Context: an optimization exercise on an open-source flow, tuned for small area and a short achievable clock period. The choices shown serve that exercise and are no tape-out recipe.
Only simulation tests tie the RTL to the original design; equivalence was not proved.
The clock port is modelled as an ideal driver, which makes a skipped or thinned clock tree look cheaper than it is; a real chip needs a root buffer or a tree.

== run A ==
==> flow/design.v (excerpt) <==
module router #(
    parameter router_pkg::coord_t cur_x = '0,
    parameter router_pkg::coord_t cur_y = '0
) (
    input  logic              clk,
    input  logic              rst,
    input  router_pkg::flit_t in_xpos,
    input  logic              in_xpos_valid,
    input  router_pkg::flit_t in_ypos,
    input  logic              in_ypos_valid,
    input  router_pkg::flit_t inject_xpos,
    input  logic              inject_xpos_valid,
    input  router_pkg::flit_t inject_ypos,
    input  logic              inject_ypos_valid,
    output router_pkg::flit_t out_xpos,
    output logic              out_xpos_valid,
    output router_pkg::flit_t out_ypos,
    output logic              out_ypos_valid,
    output router_pkg::flit_t eject_xpos,
    output logic              eject_xpos_valid,
    output router_pkg::flit_t eject_ypos,
    output logic              eject_ypos_valid
);
    router_pkg::flit_t        xpos_head;
    router_pkg::flit_t        ypos_head;
    logic                     xpos_head_y;
    logic                     xpos_head_y_next;
    logic                     ypos_head_y_next;
    logic                     xpos_head_valid_next;
    logic                     ypos_head_valid_next;
    logic                     ypos_head_y;
    logic                     xpos_head_valid;
    logic                     ypos_head_valid;
    logic                     xpos_grant;
    logic                     ypos_grant;
    input_port #(
        .cur_x(cur_x),
        .cur_y(cur_y)
    ) xpos_in (
        .clk           (clk),
        .rst           (rst),
        .in_flit       (in_xpos),
        .in_valid      (in_xpos_valid),
        .eject_flit    (eject_xpos),
        .eject_valid   (eject_xpos_valid),
        .sw_head       (xpos_head),
        .sw_head_y     (xpos_head_y),
        .sw_head_y_next     (xpos_head_y_next),
  ...
Size: roughly 3100 flip-flops, about 660 I/O pins.
==> flow/config.mk <==
export PLATFORM = sky130hd
export DESIGN_NAME = router
export DESIGN_NICKNAME = router
export VERILOG_FILES = /design/flow/design.v
export SDC_FILE = /design/flow/constraint.sdc
export NUM_CORES = 4
export LEC_CHECK = 0
export CAP_MARGIN = 20
export CORE_MARGIN = 2
export CORE_UTILIZATION = 65
export MAX_ROUTING_LAYER = met4
export SETUP_SLACK_MARGIN = 2.4
export SLEW_MARGIN = 20
==> flow/constraint.sdc <==
create_clock -name core_clock -period 4.5 [get_ports {clk}]
set_input_delay 0.9000 -clock core_clock [delete_from_list [all_inputs] [get_ports {clk}]]
set_output_delay 0.9000 -clock core_clock [all_outputs]
set_load 0.01 [all_outputs]
standard.sh (not shown) runs the stock make flow with config.mk's settings and CLKGATE_MAP_FILE= SYNTH_SCRIPT=/design/flow/synth_recipe.tcl, a recipe that flattens the netlist after the stock synthesis.
==> flow/flow/run.sh <==
#!/bin/bash
# Standard ORFS layout with a few changes to how it is made:
#  - port buffers are plain buffers rather than the resizer's default pick
#  - the clock tree is a two-level tree built by flow/cts_hook.tcl in place
#    of TritonCTS (four root buffers fed by the clock port, leaf buffers of
#    at most 28 flip-flops each)
#  - flip-flops that drive output ports are moved next to their port
#    buffers after global placement (flow/place_hook.tcl)
#  - timing repair may resize a cell to a different footprint
# make's full output (every tool it runs) goes to flow_make.log here; ORFS
# also keeps each step's own log under orfs/logs.
set -euo pipefail
export BUFFER_PORTS_ARGS="-buffer_cell sky130_fd_sc_hd__buf_2"
export POST_GLOBAL_PLACE_TCL="$PWD/flow/place_hook.tcl"
export PRE_CTS_TCL="$PWD/flow/cts_hook.tcl"
bash standard.sh MATCH_CELL_FOOTPRINT=0 finish > flow_make.log 2>&1
==> flow/flow/cts_hook.tcl <==
# Runs in place of TritonCTS inside ORFS's cts step (sourced as PRE_CTS_TCL):
# builds a two-level clock tree by hand, then does the rest of cts.tcl's work
# (legalize, timing repair, write the step's results) and ends the step.
source [file join [file dirname [info script]] manual_cts.tcl]
# cts.tcl only sets these after this hook
set_dont_use $::env(DONT_USE_CELLS)

mcts_build clk 28 4 sky130_fd_sc_hd__clkbuf_16 sky130_fd_sc_hd__clkbuf_16
set_propagated_clock [all_clocks]

estimate_parasitics -placement
set_placement_padding -global \
  -left $::env(CELL_PAD_IN_SITES_DETAIL_PLACEMENT) \
  -right $::env(CELL_PAD_IN_SITES_DETAIL_PLACEMENT)
detailed_placement
estimate_parasitics -placement
report_clock_latency
repair_timing_helper
detailed_placement
check_placement -verbose
report_metrics 4 "cts final"
orfs_write_db $::env(RESULTS_DIR)/4_1_cts.odb
orfs_write_sdc $::env(RESULTS_DIR)/4_cts.sdc
exit
==> flow/flow/place_hook.tcl <==
# Sourced as POST_GLOBAL_PLACE_TCL: moves each flip-flop that drives an
# output port's buffer onto that buffer, next to its pin, so the register to
# output path has a short wire; detailed placement legalizes it afterwards.
set block [ord::get_db_block]
set moved 0
foreach bt [$block getBTerms] {
  if {[$bt getIoType] ne "OUTPUT"} { continue }
  set net [$bt getNet]
  if {$net eq "NULL"} { continue }
  set buf ""
  foreach it [$net getITerms] { if {[$it isOutputSignal]} { set buf [$it getInst] } }
  if {$buf eq ""} { continue }
  set a [$buf findITerm A]
  if {$a eq "NULL" || $a eq ""} { continue }
  set n2 [$a getNet]
  if {$n2 eq "NULL"} { continue }
  set ff ""
  foreach it [$n2 getITerms] { if {[$it isOutputSignal]} { set ff [$it getInst] } }
  if {$ff eq ""} { continue }
  if {![string match "*__df*" [[$ff getMaster] getName]]} { continue }
  set loc [$buf getLocation]
  $ff setLocation [lindex $loc 0] [lindex $loc 1]
  incr moved
}
puts "place_hook: moved $moved output flip-flops next to their port buffers"
Other scripts of this flow, unchanged in this note and not shown: flow/flow/manual_cts.tcl
Changes in run B relative to run A:
==> flow/flow/run.sh <==
#!/bin/bash
# Standard ORFS layout with a few changes to how it is made:
#  - port buffers are plain buffers rather than the resizer's default pick
#  - the clock tree is a two-level tree built by flow/cts_hook.tcl in place
#    of TritonCTS (four root buffers fed by the clock port, leaf buffers of
#    at most 28 flip-flops each)
#  - timing repair may resize a cell to a different footprint
# make's full output (every tool it runs) goes to flow_make.log here; ORFS
# also keeps each step's own log under orfs/logs.
set -euo pipefail
export BUFFER_PORTS_ARGS="-buffer_cell sky130_fd_sc_hd__buf_2"
export PRE_CTS_TCL="$PWD/flow/cts_hook.tcl"
bash standard.sh MATCH_CELL_FOOTPRINT=0 finish > flow_make.log 2>&1
diff --git a/flow/flow/cts_hook.tcl b/flow/flow/cts_hook.tcl
--- a/flow/flow/cts_hook.tcl
+++ b/flow/flow/cts_hook.tcl
@@ -3,6 +3,4 @@
 # (legalize, timing repair, write the step's results) and ends the step.
 source [file join [file dirname [info script]] manual_cts.tcl]
-# cts.tcl only sets these after this hook
-set_dont_use $::env(DONT_USE_CELLS)
 
 mcts_build clk 28 4 sky130_fd_sc_hd__clkbuf_16 sky130_fd_sc_hd__clkbuf_16
diff --git a/flow/config.mk b/flow/config.mk
--- a/flow/config.mk
+++ b/flow/config.mk
@@ -9,5 +9,4 @@
 export CORE_MARGIN = 2
 export CORE_UTILIZATION = 65
-export MAX_ROUTING_LAYER = met4
-export SETUP_SLACK_MARGIN = 2.4
+export SETUP_SLACK_MARGIN = 2.7
 export SLEW_MARGIN = 20
removed: flow/flow/place_hook.tcl
Results
Run B: PSM-0069 in final report (6_report) -> run aborted
Run A finished every stage and its layout cleared the timing, DRC and antenna checks.
Via count, run A and run B, higher one = run B.
Taking run B over run A, the largest net degree at the start of global routing ratio works out to 1.11.
Number of optimization iterations in the first detailed-route pass was lower in the run labelled run B.
The run showing the greater wire length of the first global-routing pass is run B.
Worst slack at placement, run A and run B, higher one = run B.
As far as area after detailed placement is concerned, run A and run B perform about the same.
Looking at met3 usage in global routing, run B sits 1.5 points higher than run A does.
Total detailed-routing wirelength, run A and run B, lower one = run A.
The inputs of run C differ from those of run B as listed below.
diff --git a/flow/flow/cts_hook.tcl b/flow/flow/cts_hook.tcl
--- a/flow/flow/cts_hook.tcl
+++ b/flow/flow/cts_hook.tcl
@@ -3,4 +3,6 @@
 # (legalize, timing repair, write the step's results) and ends the step.
 source [file join [file dirname [info script]] manual_cts.tcl]
+# cts.tcl only sets these after this hook
+set_dont_use $::env(DONT_USE_CELLS)
 
 mcts_build clk 28 4 sky130_fd_sc_hd__clkbuf_16 sky130_fd_sc_hd__clkbuf_16
diff --git a/flow/config.mk b/flow/config.mk
--- a/flow/config.mk
+++ b/flow/config.mk
@@ -8,5 +8,6 @@
 export CAP_MARGIN = 20
 export CORE_MARGIN = 2
-export CORE_UTILIZATION = 65
-export SETUP_SLACK_MARGIN = 2.7
+export CORE_UTILIZATION = 75
+export MAX_ROUTING_LAYER = met4
+export SETUP_SLACK_MARGIN = 2.4
 export SLEW_MARGIN = 20
Results
- Of run B and run C, only run B never reached the final stage.
- For run B, the flow was terminated by a tool error in final report (6_report) and produced no final design.
- In run C the die span in x turned out about 7% lower than in run B.
- Run C vs. run B: overall routing resource usage climbed 6.0 points; total iterations of the first detailed-routing run climbed 1; first-iteration DRC count up 1261; total of cells resized after clock tree synthesis decreased by about 36% relative to the old numbers.
- Wire: run C routes less than run B
- Relative to run B, wire length of the first global-routing pass decreased by 13 mm in run C.
- Run B → run C: placed instance count fell by 3.5%; placement row count fell by 11; largest net degree at the start of global routing rose by about 2.5%.
The clock cells of run A and run C come from the design's own scripts or RTL, not from TritonCTS.

-- afterwards: timing with drivers on the ports --
No port has a modelled driver above. Below, the same layouts with a new extraction and two added sets of constraints. Step 1, drivers: a clkbuf_16 drives clk and a buf_2 each remaining input, both assumed. Step 2 also shifts input and output timing later by t, the mid clock arrival at the registers, as if the neighbouring blocks saw the same clock. Three values: ideal, step 1, step 2; two values: the first two.
run	t, ns	slack for setup (ns)	cell pins on the clock port's net
run A	0.863	2.268 / 2.189 / 1.776	4
run C	0.859	2.226 / 2.034 / 1.698	4
After both steps setup and hold are still met in every run listed. The setup slack of run C, which loses most, moves by -0.192 ns with the drivers and by -0.528 ns with both steps.
